Context: an optimization exercise on an open-source flow, tuned for small area, a short achievable clock period and few clock cycles per item. The choices shown serve that exercise and are no tape-out recipe. RTL that was checked went through simulation tests only; none was proved equivalent to the original.

## vliwExecCore
module vliwExecCore #(
	parameter int BUNDLE_DEPTH = 4,
	parameter int COMMIT_CREDITS = 2
) (
	input wire logic clock_i,
	input wire logic reset_i,
	input wire logic bundleValid_i,
	input wire busPkg::bundle_t bundle_i,
	output wire logic bundleCredit_o,
	input wire logic commitCredit_i,
	output wire logic commitValid_o,
	output wire busPkg::commit_t commit_o
);
==> module arithLane, before the edit <==
module arithLane (
	input wire busPkg::laneOp_t op_i,
	input wire logic kill_i,
	output logic wbValid_o,
	output busPkg::slotHalf_t half_o
);
	logic [15:0] p;
	logic [15:0] s;
	logic isAdd, isSub, isAnd, isOr, isXor, isShl, isShr, isMov;
	logic legalOp;
	logic keep;
	logic [15:0] sx;
	logic [16:0] sumWide;
	logic [15:0] shOut;
	logic [15:0] shRev;
	assign p = op_i.pOperand;
	assign s = op_i.sOperand;
	assign isAdd = op_i.opcode == 7'd1;
	assign isSub = op_i.opcode == 7'd2;
	assign isAnd = op_i.opcode == 7'd3;
	assign isOr = op_i.opcode == 7'd4;
	assign isXor = op_i.opcode == 7'd5;
	assign isShl = op_i.opcode == 7'd6;
	assign isShr = op_i.opcode == 7'd7;
	assign isMov = op_i.opcode == 7'd8;
	assign legalOp = (op_i.opcode != 7'd0) && (op_i.opcode <= 7'd8);
	assign wbValid_o = op_i.isWb && legalOp;
	assign keep = wbValid_o && !kill_i;
	assign sx[7:0] = op_i.opcode[1] ? ~s[7:0] : s[7:0];
	assign sx[15:8] = op_i.opcode[0] ? s[15:8] : ~s[15:8];
	always_comb
	begin
		logic [16:0] g;
		logic [16:0] t;
		g = {p & sx & {16{!op_i.opcode[2]}}, op_i.opcode[1] & !op_i.opcode[2]};
		t = {p ^ sx, 1'b0};
		for (int l = 0; l < 5; l++)
		begin
			logic [16:0] gPrev;
			logic [16:0] tPrev;
			gPrev = g;
			tPrev = t;
			for (int i = 0; i < 17; i++)
			begin
				if (i >= (1 << l))
				begin
					g[i] = gPrev[i] | (tPrev[i] & gPrev[i - (1 << l)]);
					t[i] = tPrev[i] & tPrev[i - (1 << l)];
				end
			end
		end
		sumWide = {g[16], p ^ sx ^ g[15:0]};
	end
	always_comb
	begin
		logic [15:0] r;
		for (int i = 0; i < 16; i++)
		begin
			r[i] = op_i.opcode[0] ? p[i] : p[15-i];
		end
		r = s[3] ? {8'd0, r[15:8]} : r;
		r = s[2] ? {4'd0, r[15:4]} : r;
		r = s[1] ? {2'd0, r[15:2]} : r;
		r = s[0] ? {1'd0, r[15:1]} : r;
		shOut = r;
		for (int i = 0; i < 16; i++)
		begin
			shRev[i] = r[15-i];
		end
	end
	assign half_o.wbAddr = keep ? op_i.wbAddr : 5'd0;
	assign half_o.wbData = ({16{keep && (isAdd || isSub || isXor)}} & sumWide[15:0])
		| ({16{keep && isAnd}} & (p & s))
		| ({16{keep && isOr}} & (p | s))
		| ({16{keep && isMov}} & s)
		| ({16{keep && isShl}} & shRev)
		| ({16{keep && isShr}} & shOut);
	assign half_o.code[1] = keep && (isAdd || isSub) && (sumWide[16] ^ op_i.opcode[1]);
	assign half_o.code[0] = keep && !(isAdd && sumWide[16]);
endmodule
Settings: LEC_CHECK=0, CAP_MARGIN=20, CORE_MARGIN=2, CORE_UTILIZATION=40, CTS_BUF_LIST=sky130_fd_sc_hd__clkbuf_4 sky130_fd_sc_hd__clkbuf_8, SETUP_SLACK_MARGIN=1.0, SLEW_MARGIN=20; clock period 4.0 ns.
standard.sh (not shown) runs the stock make flow with config.mk's settings and CLKGATE_MAP_FILE= SYNTH_SCRIPT=/design/flow/synth_recipe.tcl, a recipe that flattens the netlist after the stock synthesis.
==> flow/flow/run.sh <==
#!/bin/bash
# Standard ORFS layout (the standard.sh, synthesis unchanged), with plain
# buffers on the ports instead of the default delay-cell buffers, plus the
# settings in flow/extra.env. Each tool's full output goes to its own log
# here; ORFS's per-step logs are under orfs/logs/.
set -euo pipefail
export BUFFER_PORTS_ARGS="-buffer_cell sky130_fd_sc_hd__buf_1"
if [[ -f flow/extra.env ]]; then
  set -a
  source flow/extra.env
  set +a
fi
bash standard.sh synth > synth.log 2>&1
bash standard.sh finish > layout.log 2>&1
Testbench counts at the start, summed over its fixed seeds: cycles 4,247, items 3,200.
Rerun with:
--- a/flow/design.v
+++ b/flow/design.v
@@ -172,8 +172,16 @@
 			r[i] = op_i.opcode[0] ? p[i] : p[15-i];
 		end
-		r = s[3] ? {8'd0, r[15:8]} : r;
-		r = s[2] ? {4'd0, r[15:4]} : r;
-		r = s[1] ? {2'd0, r[15:2]} : r;
-		r = s[0] ? {1'd0, r[15:1]} : r;
+		case (s[1:0])
+			2'd0: r = r;
+			2'd1: r = {1'd0, r[15:1]};
+			2'd2: r = {2'd0, r[15:2]};
+			default: r = {3'd0, r[15:3]};
+		endcase
+		case (s[3:2])
+			2'd0: r = r;
+			2'd1: r = {4'd0, r[15:4]};
+			2'd2: r = {8'd0, r[15:8]};
+			default: r = {12'd0, r[15:12]};
+		endcase
 		shOut = r;
 		for (int i = 0; i < 16; i++)
Count of clock-buffer cells in the layout is higher by 2.
Global-route usage is lower by 0.21 points.
Via count is lower by 0.88%.
Setup slack degrades by 0.011 ns.
Wire length is about the same.
Final area is higher by 2.7%.
Register-to-register slack improves by 0.10 ns.
Die area is higher by about 1.2%.
The RTL of the second run of this note was laid out without a check of its function.

## port drivers added, routing unchanged
How much do the figures lean on ideal ports? The routed layouts below were timed once more, with nothing changed but the port constraints. Step 1: set_driving_cell puts a clkbuf_16 on clock_i and a buf_2 on each other input, an assumption about the parent block. Step 2, shift: input delay + t, output delay - t, t = (earliest + latest rising clock arrival at the registers) / 2. This alone moves slack from input paths to output paths. Slacks: no drivers / after step 1 / after step 2; pairs: no drivers / after step 1.
| run | t (ns) | setup WS [ns] | worst data-port slew with drivers (ns) |
|---|---|---|---|
| the first run | 0.482 | 1.033 / 1.052 / 0.570 | 0.05 |
| the second run | 0.482 | 1.021 / 1.030 / 0.548 | 0.05 |
After both steps every run listed still meets setup and hold. For the second run, which loses most, drivers alone change the setup slack by +0.009 ns; drivers and shift together by -0.473 ns.
